This design comes from an exercise in tuning for small area and a short achievable clock period on the open sky130 flow, not from production work.
The RTL was checked by simulation tests, not by an equivalence proof against the original design.
Power and IR drop assume default switching activity.

## rob_top
module rob_top (
    input  logic                clk,
    input  logic                rst,
    input  logic                dispatch_valid,
    output logic                dispatch_ready,
    output rob_pkg::rob_idx_t   dispatch_idx,
    input  isa_pkg::word_t      dispatch_pc,
    input  isa_pkg::inst_kind_e dispatch_kind,
    input  logic                dispatch_predicted_taken,
    input  isa_pkg::word_t      dispatch_branch_target,
    input  isa_pkg::areg_t      dispatch_dest_areg,
    input  rob_pkg::preg_t      dispatch_dest_preg,
    input  logic                cdb_valid,
    input  rob_pkg::rob_idx_t   cdb_rob_idx,
    input  isa_pkg::word_t      cdb_data,
    output logic                commit_valid,
    input  logic                commit_ready,
    output isa_pkg::word_t      commit_pc,
    output isa_pkg::word_t      commit_result,
    output isa_pkg::areg_t      commit_dest_areg,
  ...
Size: ~3,200 cells after synthesis, about 1,300 flip-flops, about 230 I/O pins, ~52,000 um2 of cells after synthesis.
make LEC_CHECK=0 CAP_MARGIN=20 CORE_MARGIN=2 CORE_UTILIZATION=62 CTS_CLUSTER_DIAMETER=100 CTS_CLUSTER_SIZE=24 SETUP_SLACK_MARGIN=2.1 SLEW_MARGIN=20 finish   # period 4.5 ns
run.sh (not shown) runs the stock make flow with config.mk's settings and CLKGATE_MAP_FILE= SYNTH_SCRIPT=/design/flow/synth_recipe.tcl, a recipe that flattens the netlist after the stock synthesis.
The first run produced a clean layout.
Next try:
==> flow/flow/run.sh (new file) <==
#!/bin/bash
# The standard layout, with two changes to how it is made:
#  - the port buffers start as buf_2 instead of the resizer's default choice
#    (a delay cell); timing repair still resizes them as it needs;
#  - clock tree synthesis inserts no dummy loads.
set -euo pipefail
export BUFFER_PORTS_ARGS="-buffer_cell sky130_fd_sc_hd__buf_2"
export CTS_ARGS="-sink_clustering_enable -repair_clock_nets -dont_use_dummy_load"
bash standard.sh > standard_flow.log 2>&1
==> flow/standard.sh (new file) <==
#!/bin/bash
# synth_recipe.tcl (not shown) runs the flow's synth.tcl, then flattens the netlist and writes it again
# the make line also repeats each setting of config.mk as NAME=value (left out here)
make -C /OpenROAD-flow-scripts/flow DESIGN_CONFIG=/design/flow/config.mk WORK_HOME=/design/flow/orfs CLKGATE_MAP_FILE= SYNTH_SCRIPT=/design/flow/synth_recipe.tcl "${@:-finish}"
removed: flow/run.sh
Total power rose by 12%.
Hold slack is worse by 40 ps.
Sequential share of layout area rose by 0.45 points.
Die area stays the same.
Combinational power fell by about 9%.
Clock-buffer cell count rose by 55.
Via count fell by about 0.43%.
Setup slack is better by 94 ps.
Final area fell by 0.71%.
Wire length rose by 0.32%.
Global-route usage rose by 0.46 points.

========
wip/umber:
The RTL this note starts from:
==> flow/design.v <==
package isa_pkg;
    typedef logic [32-1:0] word_t;
    typedef logic [5-1:0] areg_t;
    typedef enum logic [1:0] {
        KIND_ALU    = 2'd0,
        KIND_BRANCH = 2'd1,
        KIND_JAL    = 2'd2
    } inst_kind_e;
endpackage
package rob_pkg;
    typedef logic [4-1:0] rob_idx_t;
    typedef logic [6-1:0] preg_t;
    typedef struct packed {
        logic [32-1:0]   pc;
        logic [1:0]         kind;
        logic               predicted_taken;
        logic [32-1:0]   branch_target;
        logic [5-1:0] dest_areg;
        preg_t              dest_preg;
    } rob_entry_t;
    localparam int ROB_ENTRY_W = 2*32 + 3 + 5 + 6;
endpackage
module rob_top (
    input  logic                clk,
    input  logic                rst,
    input  logic                dispatch_valid,
    output logic                dispatch_ready,
    output rob_pkg::rob_idx_t   dispatch_idx,
    input  isa_pkg::word_t      dispatch_pc,
    input  isa_pkg::inst_kind_e dispatch_kind,
    input  logic                dispatch_predicted_taken,
    input  isa_pkg::word_t      dispatch_branch_target,
    input  isa_pkg::areg_t      dispatch_dest_areg,
    input  rob_pkg::preg_t      dispatch_dest_preg,
    input  logic                cdb_valid,
    input  rob_pkg::rob_idx_t   cdb_rob_idx,
    input  isa_pkg::word_t      cdb_data,
    output logic                commit_valid,
    input  logic                commit_ready,
    output isa_pkg::word_t      commit_pc,
    output isa_pkg::word_t      commit_result,
    output isa_pkg::areg_t      commit_dest_areg,
    output rob_pkg::preg_t      commit_dest_preg,
    output logic                redirect_valid,
    output isa_pkg::word_t      redirect_target
);
    localparam int D  = 16;
    localparam int XW = 32;
    localparam int AW = 5;
    localparam int PW = 6;
    localparam int IW = 4;
    localparam int SW = XW + AW + PW;        
    localparam int F  = D - 1;               
    logic [IW-1:0]  hp;         
    logic [IW-1:0]  hp1;        
    logic [IW-1:0]  hp2;        
    logic           nd;         
    logic [IW-1:0]  tail;
    logic [IW-1:0]  fr, fw;     
    logic [IW:0]    count;
    logic           empty, one, full;    
    logic           jal_pend;   
    logic [F-1:0][SW-1:0] f_st;    
    logic [D-1:0][XW-1:0] s_res;
    logic [D-1:0]         s_done;
    logic [D-1:0][1:0]    s_mc;      
    logic [D-1:0]         s_mpd;     
    logic [SW-1:0]  h_st;
    logic [XW-1:0]  h_res;
    logic           h_done;
    logic           h_mpv;
    logic [1:0]     h_mc, h_mc_n;
    logic           h_mpv_n;
    logic [SW-1:0]  h_st_n;
    logic [XW-1:0]  h_res_n;
    logic           h_done_n;
    logic [D-1:0]   nsel, csel;
    logic [F-1:0]   fsel, fwsel;
    logic [SW-1:0]  n_st, d_st;
    logic [XW-1:0]  n_res, target;
    logic           n2_done, n_mpd, nd_n;
    logic [1:0]     n_mc, d_mc;
    logic [D-1:0]   wsel;
    logic           c_head, c_next;
    logic           commit_fire, flush, dispatch_fire;
    logic           d_jal0;
    logic [IW:0]    count_n;
    assign commit_valid     = h_done;
    assign commit_pc        = h_st[SW-1 -: XW];
    assign commit_dest_areg = h_st[PW +: AW];
    assign commit_dest_preg = h_st[0 +: PW];
    assign commit_result    = h_res;
    assign commit_fire    = h_done && commit_ready;
    assign flush          = h_mpv && commit_ready;
    assign dispatch_ready = !full && !flush;
    assign dispatch_fire  = dispatch_valid && dispatch_ready;
    assign dispatch_idx   = tail;
    assign d_jal0 = (dispatch_kind == isa_pkg::KIND_JAL) && !dispatch_predicted_taken;
    assign d_mc   = {((dispatch_kind == isa_pkg::KIND_BRANCH) && !dispatch_predicted_taken) || d_jal0,
                     ((dispatch_kind == isa_pkg::KIND_BRANCH) &&  dispatch_predicted_taken) || d_jal0};
    assign d_st   = {dispatch_pc, dispatch_dest_areg, dispatch_dest_preg};
    always_comb begin
        n_st   = '0;
        n_res  = '0;
        n2_done = 1'b0;
        n_mpd  = 1'b0;
        n_mc   = '0;
        for (int i = 0; i < F; i++) begin
            fsel[i] = (fr == IW'(i));
            n_st   = n_st   | ({SW{fsel[i]}} & f_st[i]);
        end
        for (int i = 0; i < D; i++) begin
            nsel[i] = (hp1 == IW'(i));
            n_res  = n_res  | ({XW{nsel[i]}} & s_res[i]);
            n2_done = n2_done | ((hp2 == IW'(i)) & s_done[i]);
            n_mpd  = n_mpd  | (nsel[i] & s_mpd[i]);
            n_mc   = n_mc   | ({2{nsel[i]}} & s_mc[i]);
        end
    end
    assign c_head = cdb_valid && (cdb_rob_idx == hp);
    assign c_next = cdb_valid && (cdb_rob_idx == hp1);
    always_comb begin
        count_n = count;
        case ({dispatch_fire, commit_fire})
            2'b10:   count_n = count + 1'b1;
            2'b01:   count_n = count - 1'b1;
            default: count_n = count;
        endcase
        if (flush) begin
            count_n = '0;
        end
    end
    always_ff @(posedge clk) begin
        if (rst) begin
            hp             <= '0;
            hp1            <= IW'(1);
            hp2            <= IW'(2);
            tail           <= '0;
            fr             <= '0;
            fw             <= '0;
            count          <= '0;
            empty          <= 1'b1;
            one            <= 1'b0;
            full           <= 1'b0;
            redirect_valid <= 1'b0;
            jal_pend       <= 1'b0;
        end else begin
            redirect_valid <= flush;
            count          <= count_n;
            empty          <= (count_n == '0);
            one            <= (count_n == (IW+1)'(1));
            full           <= count_n[IW];
            if (commit_fire) begin
                hp  <= hp1;
                hp1 <= hp2;
                hp2 <= hp2 + 1'b1;
            end
            if (flush) begin
                tail     <= hp1;
                fr       <= '0;
                fw       <= '0;
                jal_pend <= 1'b0;
            end else begin
                if (commit_fire && !one) begin
                    fr <= (fr == IW'(F-1)) ? '0 : fr + 1'b1;
                end
                if (dispatch_fire && !empty && !(one && commit_fire)) begin
                    fw <= (fw == IW'(F-1)) ? '0 : fw + 1'b1;
                end
                if (dispatch_fire) begin
                    tail <= tail + 1'b1;
                end
                if (dispatch_fire && d_jal0) begin
                    jal_pend <= 1'b1;
                end
            end
        end
    end
    assign target = h_res[0] ? {h_res[XW-1:1], 1'b0} : h_st[SW-1 -: XW] + XW'(4);
    always_ff @(posedge clk) begin
        if (flush && (h_mc != 2'b11)) begin
            redirect_target <= target;
        end else if (dispatch_valid && !full && d_jal0 && !jal_pend) begin
            redirect_target <= dispatch_branch_target;
        end
    end
    always_comb begin
        h_st_n = h_st;
        h_mc_n = h_mc;
        if (empty || commit_fire) begin
            h_st_n = (empty || one) ? d_st : n_st;
            h_mc_n = (empty || one) ? d_mc : n_mc;
        end
        h_res_n = h_res;
        if (commit_fire) begin
            h_res_n = nd ? n_res : cdb_data;
        end else if (c_head && !h_done) begin
            h_res_n = cdb_data;
        end
        h_done_n = h_done;
        if (rst || flush || empty) begin
            h_done_n = 1'b0;
        end else if (commit_fire) begin
            h_done_n = !one && (c_next || nd);
        end else if (c_head) begin
            h_done_n = 1'b1;
        end
        if (rst || flush || empty) begin
            h_mpv_n = 1'b0;
        end else if (commit_fire) begin
            h_mpv_n = !one && (nd ? n_mpd : (c_next && (cdb_data[0] ? n_mc[1] : n_mc[0])));
        end else if (c_head && !h_done) begin
            h_mpv_n = cdb_data[0] ? h_mc[1] : h_mc[0];
        end else begin
            h_mpv_n = h_mpv;
        end
    end
    assign nd_n = commit_fire ? (!(((tail == hp2) && !full)) && ((cdb_valid && (cdb_rob_idx == hp2)) || n2_done))
                              : (!(((tail == hp1) && !full)) && (c_next || nd));
    always_ff @(posedge clk) begin
        nd     <= nd_n;
        h_st   <= h_st_n;
        h_res  <= h_res_n;
        h_done <= h_done_n;
        h_mc   <= h_mc_n;
        h_mpv  <= h_mpv_n;
    end
    always_comb begin
        for (int i = 0; i < F; i++) begin
            fwsel[i] = (fw == IW'(i)) && !full;
        end
    end
    always_ff @(posedge clk) begin
        for (int i = 0; i < F; i++) begin
            if (fwsel[i]) begin
                f_st[i] <= d_st;
            end
        end
    end
    always_comb begin
        for (int i = 0; i < D; i++) begin
            csel[i] = cdb_valid && (cdb_rob_idx == IW'(i));
        end
    end
    always_comb begin
        for (int i = 0; i < D; i++) begin
            wsel[i]  = (tail == IW'(i)) && !full;
            s_mpd[i] = s_done[i] && (s_res[i][0] ? s_mc[i][1] : s_mc[i][0]);
        end
    end
    always_ff @(posedge clk) begin
        for (int i = 0; i < D; i++) begin
            if (wsel[i]) begin
                s_mc[i]   <= d_mc;
                s_done[i] <= 1'b0;
            end else if (csel[i]) begin
                s_done[i] <= 1'b1;
            end
            if (csel[i] && !s_done[i]) begin
                s_res[i] <= cdb_data;
            end
        end
    end
endmodule
Settings: LEC_CHECK=0, CAP_MARGIN=20, CORE_MARGIN=2, CORE_UTILIZATION=55, SETUP_SLACK_MARGIN=2.1, SLEW_MARGIN=20; clock period 4.5 ns.
standard.sh (not shown) runs the stock make flow with config.mk's settings and CLKGATE_MAP_FILE= SYNTH_SCRIPT=/design/flow/synth_recipe.tcl, a recipe that flattens the netlist after the stock synthesis.
==> flow/flow/run.sh <==
#!/bin/bash
# The standard layout, with two changes to how it is made:
#  - the port buffers start as buf_2 instead of the resizer's default choice
#    (a delay cell); timing repair still resizes them as it needs;
#  - clock tree synthesis clusters up to 24 sinks per leaf buffer and inserts
#    no dummy loads.
set -euo pipefail
export BUFFER_PORTS_ARGS="-buffer_cell sky130_fd_sc_hd__buf_2"
export CTS_ARGS="-sink_clustering_enable -repair_clock_nets -dont_use_dummy_load -sink_clustering_size 24 -sink_clustering_max_diameter 100"
bash standard.sh > standard_flow.log 2>&1
Setup changes, wip/umber to wip/indigo
- setting CTS_CLUSTER_DIAMETER to 100 for the first time
- setting CTS_CLUSTER_SIZE to 24 for the first time
- changing CORE_UTILIZATION from 55 to 62
==> flow/run.sh (new file) <==
#!/bin/bash
# synth_recipe.tcl (not shown) runs the flow's synth.tcl, then flattens the netlist and writes it again
# the make line also repeats each setting of config.mk as NAME=value (left out here)
make -C /OpenROAD-flow-scripts/flow DESIGN_CONFIG=/design/flow/config.mk WORK_HOME=/design/flow/orfs CLKGATE_MAP_FILE= SYNTH_SCRIPT=/design/flow/synth_recipe.tcl finish
removed: flow/flow/run.sh
removed: flow/standard.sh
Notes after the runs:
Compared with wip/umber, wip/indigo instantiates a smaller number of cells. Re internal cell power: wip/indigo is 1.9% up on wip/umber. Re post-route clock period utilization: wip/indigo is 0.90 points down on wip/umber. wip/umber ended up with sky130_fd_sc_hd__a222oi_1 as its cell with the largest stage delay on the worst path; wip/indigo ended up with sky130_fd_sc_hd__nor2_1. Going from wip/umber to wip/indigo, synthesized area roughly the same, total power higher. Compared with wip/umber, wip/indigo improves fmax.

separate check: timing with driven ports:
In the flow no input, the clock included, has a driving cell. The finished layouts below were timed again as built, in two steps.
Step 1 (the two cells are an assumption about what drives the block):
set clk [get_ports {clk}]
set_driving_cell -lib_cell sky130_fd_sc_hd__clkbuf_16 $clk
set_driving_cell -lib_cell sky130_fd_sc_hd__buf_2 [delete_from_list [all_inputs] $clk]
Step 2 times the ports against the registers' clock, not the clock port: input delays grow and output delays shrink by t, the midpoint of the rising clock arrivals with the driver on.
Three values: ideal ports, drivers, drivers and shift; two values: the first two.
| run | shift t [ns] | slack for setup (ns) | hold WS [ns] | worst setup path after step 2 |
|---|---|---|---|---|
| the first run of note 1 | 0.710 | 1.833 / 1.833 / 1.297 | 0.500 / 0.500 / 0.500 | input to register |
| the second run of note 1 | 0.769 | 1.928 / 1.924 / 1.440 | 0.460 / 0.414 / 0.479 | input to register |
| wip/umber | 0.730 | 1.993 / 1.993 / 1.487 | 0.474 / 0.467 / 0.474 | input to register |
| wip/indigo | 0.716 | 2.034 / 2.034 / 1.470 | 0.487 / 0.487 / 0.487 | input to register |
After both steps every run listed still meets setup and hold. For wip/indigo, which loses most, drivers alone change the setup slack by 0.000 ns; drivers and shift together by -0.564 ns.
